What follows belongs to an exercise in optimizing a design on an open flow for small area, a short achievable clock period and few clock cycles per item; a production flow would make more cautious choices.
Function was checked by simulation only, so behaviour that the tests miss may differ from the original.
Power figures rest on the tool's default switching activity, not on a simulated workload.

cedar:
## linked_piece_set_table
module linked_piece_set_table (
    input  logic        clk,
    input  logic        rst_n,
    input  logic        s_tvalid,
    output logic        s_tready,
    input  logic [15:0] s_tdata,
    output logic        m_tvalid,
    input  logic        m_tready,
    output logic [7:0]  m_tdata
);
export LEC_CHECK = 0
export ABC_CLOCK_PERIOD_IN_PS = 2500
export CAP_MARGIN = 20
export CORE_MARGIN = 2
export CORE_UTILIZATION = 40
export SETUP_SLACK_MARGIN = 4.0
export SLEW_MARGIN = 20
create_clock -name core_clock -period 6.5 [get_ports {clk}]
run.sh (not shown) runs the stock make flow with config.mk's settings and CLKGATE_MAP_FILE= SYNTH_SCRIPT=/design/flow/synth_recipe.tcl, a recipe that flattens the netlist after the stock synthesis.
Testbench counts of cedar, summed over its fixed seeds: cycles 24,016, items 24,000.
### cedar -> ember
Settings: clearing ABC_CLOCK_PERIOD_IN_PS, which used to be 2500; putting CTS_CLUSTER_DIAMETER at 100 where nothing was set; putting TNS_END_PERCENT at 5 where nothing was set; putting CTS_CLUSTER_SIZE at 30 where nothing was set; swapping 4.0 for 4.2 in SETUP_SLACK_MARGIN.
Findings:
Between cedar and ember, the clock transition time at the flip-flop clock pins of the worst setup and hold paths is lower for cedar.
Min met2 layer usage reported by global route across cedar and ember: ember
| final standard cell utilization of the core | ember vs cedar | 2.1 points lower |
Total wire length after detailed routing: cedar vs ember — no meaningful difference
Between cedar and ember, the setup slack is lower for ember.
--- input diff ember..yarrow ---
Settings: TNS_END_PERCENT changed from 5 to 10; SETUP_SLACK_MARGIN changed from 4.2 to 4.1; ABC_AREA newly set to 1.
==> comparison <==
Note that the non-clock buffer count recorded for yarrow amounts to 1.4 times the value seen in ember. End point of the critical path: m_tdata[6] -> ember, key_q[28][6]$_DFFE_PN_ -> yarrow. Changes observed in yarrow relative to ember: non-clock inverter instance count of the final layout rose by 148, estimated wirelength of the detail-placed design increased 17%, total vias in the final route picked up an extra 27%. Complex-gate fraction of the synthesized area: yarrow vs ember up 1.3 points. yarrow vs ember: final cell count without fillers up by more than 10%. Diff yarrow and ember: share of total power in the clock network higher in yarrow. The higher net count of the mapped netlist of yarrow and ember is in yarrow. Note that the first-pass GRT wire length recorded for ember amounts to 0.858 times the value seen in yarrow. Per the comparison of yarrow with ember, wire length on met2 now sits higher, maximum frequency now sits at about the same level.
Edits applied to the flow inputs when going from yarrow to juniper:
Settings: clearing TNS_END_PERCENT, which used to be 10; clearing ABC_AREA, which used to be 1.
juniper vs yarrow: CTS buffer count down by more than 10%. Taking yarrow over juniper, the via count ratio works out to 1.2. Storage element area of juniper is on par with yarrow. NOTE: summed instance area of the synthesized netlist in juniper falls short of that of yarrow. Net count after synthesis (higher): yarrow. Compared with yarrow, in juniper count of clock-buffer cells in the layout went down by 8.1%; share of the clock period used by the worst path after layout closely matched the old numbers; final design utilization increased 0.22 points; last weighted congestion value of the routability-driven placer picked up an extra 0.0085. Launching element of the worst setup path = valid_q[0]$_DFF_PN0_: juniper; launching element of the worst setup path = valid_q[22]$_DFF_PN0_: yarrow.
Inputs modified between juniper and tundra:
Settings: setting TNS_END_PERCENT to 0 for the first time.
Notes after the runs:
tundra — area growth from synthesis to final layout 4.3 points lower, juniper as reference. In terms of placement-stage cell area, juniper and tundra differ only marginally. [tundra] fraction of area in registers rose 2.3 points relative to juniper. Side by side, cell area after layout turned out lower in tundra than in juniper. Every stage of the flow completed for tundra, and the final layout passed the timing, DRC and antenna checks. On worst hold slack, tundra and juniper are basically level. The sequential cell area in the final layout was comparable across tundra and juniper. Taking juniper as the reference, in tundra wire length moved down, average size of a mapped cell level, first-pass GRT wire length moved down. tundra — headroom to the max-slew limit 0.78 points lower, juniper as reference.

========
linked_piece_set_table again, from the RTL that the note above started with.
==> flow/config.mk <==
export PLATFORM = sky130hd
export DESIGN_NAME = linked_piece_set_table
export DESIGN_NICKNAME = linked_piece_set_table
export VERILOG_FILES = /design/flow/design.v
export SDC_FILE = /design/flow/constraint.sdc
export NUM_CORES = 4
export LEC_CHECK = 0
export ABC_CLOCK_PERIOD_IN_PS = 2500
export CAP_MARGIN = 20
export CORE_MARGIN = 2
export CORE_UTILIZATION = 40
export SETUP_SLACK_MARGIN = 3.9
export SLEW_MARGIN = 20
==> flow/constraint.sdc <==
create_clock -name core_clock -period 6.5 [get_ports {clk}]
set_input_delay 1.3000 -clock core_clock [delete_from_list [all_inputs] [get_ports {clk}]]
set_output_delay 1.3000 -clock core_clock [all_outputs]
set_load 0.01 [all_outputs]
Testbench counts at the start, summed over its fixed seeds: cycles 24,016, items 24,000.
Change:
ABC_CLOCK_PERIOD_IN_PS = unset   (was 2500)
CTS_CLUSTER_DIAMETER = 100   (was unset)
CTS_CLUSTER_SIZE = 30   (was unset)
SETUP_SLACK_MARGIN = 4.0   (was 3.9)
Effect: Setup slack is worse by 0.070 ns. Via count is lower by 0.68%. Hold slack gets better by 0.022 ns. Design area drops by 2.8%. Maximum frequency goes down by about 2.7%.
Change:
ABC_CLOCK_PERIOD_IN_PS = 2300   (was unset)
CTS_CLUSTER_DIAMETER = unset   (was 100)
CTS_CLUSTER_SIZE = unset   (was 30)
SETUP_SLACK_MARGIN = 4.2   (was 4.0)
After rerunning: Register-to-register slack gains 0.09 ns; utilization rises by 4.6 points; non-clock buffer count rises by 64; total power rises by a quarter to a third; first-iteration DRC count rises by about a fifth; hold slack loses 0.028 ns; sequential share of layout area falls by 5.6 points.
Change:
ABC_CLOCK_PERIOD_IN_PS = unset   (was 2300)
CAP_MARGIN = 0   (was 20)
CTS_CLUSTER_DIAMETER = 100   (was unset)
CTS_CLUSTER_SIZE = 30   (was unset)
SETUP_SLACK_MARGIN = 4.1   (was 4.2)
SLEW_MARGIN = 0   (was 20)
Effect: Final cell count fell by 4.6%; area after synthesis stays the same; sequential share of layout area rose by 4.1 points; power fell by 19%; critical path depth rose by 1; via count fell by 6.3%.
Change:
ABC_AREA = 1   (was unset)
CAP_MARGIN = 20   (was 0)
CTS_CLUSTER_DIAMETER = unset   (was 100)
CTS_CLUSTER_SIZE = unset   (was 30)
SETUP_SLACK_MARGIN = 4.0   (was 4.1)
SLEW_MARGIN = 20   (was 0)
Clock skew goes up by 0.034 ns.
Die area grows by 4.5%.
Sequential share of layout area shrinks by 4.1 points.

========
v53:
Another version of the RTL of linked_piece_set_table (not shown whole).
Size in the first run: about 30 I/O pins, ~23000 sq um of cells after synthesis.
==> flow/design.v (excerpt) <==
module linked_piece_set_table (
    input  logic        clk,
    input  logic        rst_n,
    input  logic        s_tvalid,
    output logic        s_tready,
    input  logic [15:0] s_tdata,
    output logic        m_tvalid,
    input  logic        m_tready,
    output logic [7:0]  m_tdata
);
    localparam int N = 32;
    logic [13:0]  key_q [N];
    logic [N-1:0] valid_q;
    logic [N-1:0] valid_d;
    logic         i_valid;
    logic [1:0]   i_cmd;
    logic [N-1:0] i_hit;
    logic [2:0]   qv;           
    logic [6:0]   qd [3];
    logic         rdy_q;
    logic         accept;
    logic         pop;
    assign accept   = s_tvalid && rdy_q;
    assign pop      = qv[0] && m_tready;
    assign s_tready = rdy_q;
    always_ff @(posedge clk or negedge rst_n)
    begin
        if (!rst_n)
            i_valid <= 1'b0;
        else
            i_valid <= accept;
    end
    always_ff @(posedge clk)
    begin
        i_cmd <= s_tdata[1:0];
        for (int i = 0; i < N; i++)
            i_hit[i] <= valid_d[i] && (key_q[i] == s_tdata[15:2]);
    end
    logic [N-1:0] hit;
    logic [N-1:0] lowfree;
    logic         any_hit;
    logic         full;
    logic [4:0]   hit_idx;
    logic [4:0]   free_idx;
    assign hit     = i_hit;
    assign any_hit = |hit;
    assign full    = &valid_q;
    assign lowfree[0] = !valid_q[0];
    for (genvar g = 1; g < N; g++)
    begin : g_lowfree
        assign lowfree[g] = !valid_q[g] && (&valid_q[g-1:0]);
    end
    always_comb
    begin
        hit_idx  = '0;
        free_idx = '0;
        for (int i = 0; i < N; i++)
        begin
            hit_idx  = hit_idx  | ({5{hit[i]}} & 5'(i));
            free_idx = free_idx | ({5{lowfree[i]}} & 5'(i));
        end
    end
    logic is_find, is_add, is_rem, is_clr;
    assign is_find = (i_cmd == 2'd0);
    assign is_add  = (i_cmd == 2'd1);
    assign is_rem  = (i_cmd == 2'd2);
    assign is_clr  = (i_cmd == 2'd3);
    logic [1:0] r_status;
  ...
clock: 6.5 ns
lec_check: 0
cap_margin: 20
core_margin: 2
core_utilization: 60
cts_cluster_diameter: 100
cts_cluster_size: 30
place_density: 0.85
setup_slack_margin: 4.1
slew_margin: 20
tns_end_percent: 10
Testbench counts of v53, summed over its fixed seeds: cycles 24,016, items 24,000.
## Diff of input files: v45 against v53
- CORE_UTILIZATION changed from 60 to 50
- PLACE_DENSITY changed from 0.85 to 0.75
[summary]
- v45 vs v53, starting utilization of the core area went down by 9.7 points.
- Compare v45 and v53 | number of non-clock buffers in the layout lower: v45
- Taking v53 as the reference, in v45 area of all placed cells without fillers shrank by 94 sq um; overall fraction of global-route tracks in use shrank by 4.3 points.
Inputs modified between v45 and v32:
- swapping 10 for 20 in TNS_END_PERCENT
==> run notes <==
The number of hold violations in the final report on v45 is in line with that on v32. v32 reports a higher cell count than v45 does. Summary of v32 over v45: wire length higher, post-synthesis share of cell area spent on xor and xnor gates roughly the same, number of non-clock buffers in the layout higher, routed length on met2 higher, met1 capacity usage during global routing lower. Diff v45 -> v32: final critical-path share of the clock period went down 0.38 points, worst vdd rail ir drop now sits lower, clock network power share saw little to no change. v45 reports its category of the most critical setup path as reg2out while v32 reports reg2reg.
Modified inputs, v28 compared to v32
- TNS_END_PERCENT changed from 20 to 10
- PLACE_DENSITY changed from 0.75 to 0.8
Results
From v28 to v32, number of endpoints failing setup at the final stage did not move at all.
v28: share of power burned in combinational logic is 0.3 points higher than what v32 reported.
Going from v32 to v28, post-DP HPWL grows by about 0.6%.
Signed area change from the synthesized netlist to the final layout is higher on v32
v28 vs. v32: register fraction of the total cell area went up by 0.39 points.
Going from v32 to v28, total wire length shrinks by 1.5%.
Design area went down slightly going from v32 to v28.
In v28 relative to v32, combinational power had gone up by a few percent.
Modified inputs, v25 compared to v28
- PLACE_DENSITY removed (was 0.8)
- CORE_UTILIZATION changed from 50 to 40
In summary, v25 completed successfully, with a layout that passed the timing, DRC and antenna checks. v28 → v25: area of the mapped netlist shows no meaningful change; core utilization went down 11 points; total power went up 34 uW; clock slew seen by the registers of the worst setup and hold paths has remained practically unchanged; total length of routed wires went up about 8%. [compare] base=v28 new=v25: setup slack lower, overall die area higher, minimum period implied by the final worst setup slack higher.
The inputs of v48 differ from those of v25 as listed below.
- CORE_UTILIZATION: 40 -> 45
- PLACE_DENSITY: unset -> 0.7
## What came out
- Global-route wire length before repair: lower on v48
- Comparing power share of the clock group for v48 and v25, the smaller number came from v48.
- In summary, v48 completed successfully, with a layout that passed the timing, DRC and antenna checks.
- Comparing the two runs side by side, v48 comes out ahead of v25 on register-to-register slack.
- v48 against v25: total power shrank by 1.3%, proportion of power drawn by combinational gates grew by 0.4 points, portion of the clock cycle consumed by the worst path in the final layout shrank by 1.9 points, multi-input combinational cell area grew by about 1.1%.
- Sequential share of cell area: v25 vs v48, no meaningful difference
- Wire length improves in v48 relative to v25.

==> static timing again, ports no longer ideal <==
In the flow no input, the clock included, has a driving cell. The finished layouts below were timed again as built, in two steps.
Step 1, drivers: a clkbuf_16 drives clk and a buf_2 each remaining input, both assumed.
Step 2 adds t to the input delays and takes it off the output delays; t is the mean of the earliest and latest rising clock arrival at the registers after step 1. Input paths then give back, and output paths get back, about the clock's delay inside the block.
Three values: ideal ports, drivers, drivers and shift; two values: the first two.
| run | t, ns | slack for setup (ns) | latest minus earliest clock arrival (ns) |
|---|---|---|---|
| cedar | 0.669 | 3.993 / 3.987 / 3.475 | 0.028 / 0.027 |
| ember | 0.648 | 3.962 / 3.903 / 3.364 | 0.028 / 0.028 |
| yarrow | 0.669 | 3.958 / 3.901 / 3.353 | 0.056 / 0.057 |
| juniper | 0.631 | 3.952 / 3.952 / 3.529 | 0.026 / 0.026 |
| tundra | 0.633 | 3.941 / 3.888 / 3.355 | 0.024 / 0.025 |
| the first run of note 2 | 0.669 | 3.966 / 3.903 / 3.338 | 0.039 / 0.039 |
| the second run of note 2 | 0.644 | 3.896 / 3.896 / 3.478 | 0.029 / 0.030 |
| the third run of note 2 | 0.681 | 3.983 / 3.962 / 3.558 | 0.050 / 0.050 |
| the fourth run of note 2 | 0.631 | 3.952 / 3.952 / 3.529 | 0.026 / 0.026 |
| the fifth run of note 2 | 0.669 | 3.981 / 3.981 / 3.396 | 0.060 / 0.059 |
| v53 | 0.611 | 4.011 / 4.011 / 3.491 | 0.016 / 0.016 |
| v45 | 0.623 | 4.058 / 4.002 / 3.521 | 0.035 / 0.035 |
| v32 | 0.617 | 4.083 / 4.052 / 3.515 | 0.029 / 0.029 |
| v28 | 0.622 | 4.026 / 3.971 / 3.543 | 0.036 / 0.036 |
| v25 | 0.651 | 3.949 / 3.889 / 3.394 | 0.045 / 0.045 |
| v48 | 0.625 | 4.075 / 4.022 / 3.549 | 0.022 / 0.022 |
After both steps every run listed still meets setup and hold. The setup slack of the first run of note 2, which loses most, moves by -0.063 ns with the drivers and by -0.628 ns with both steps.
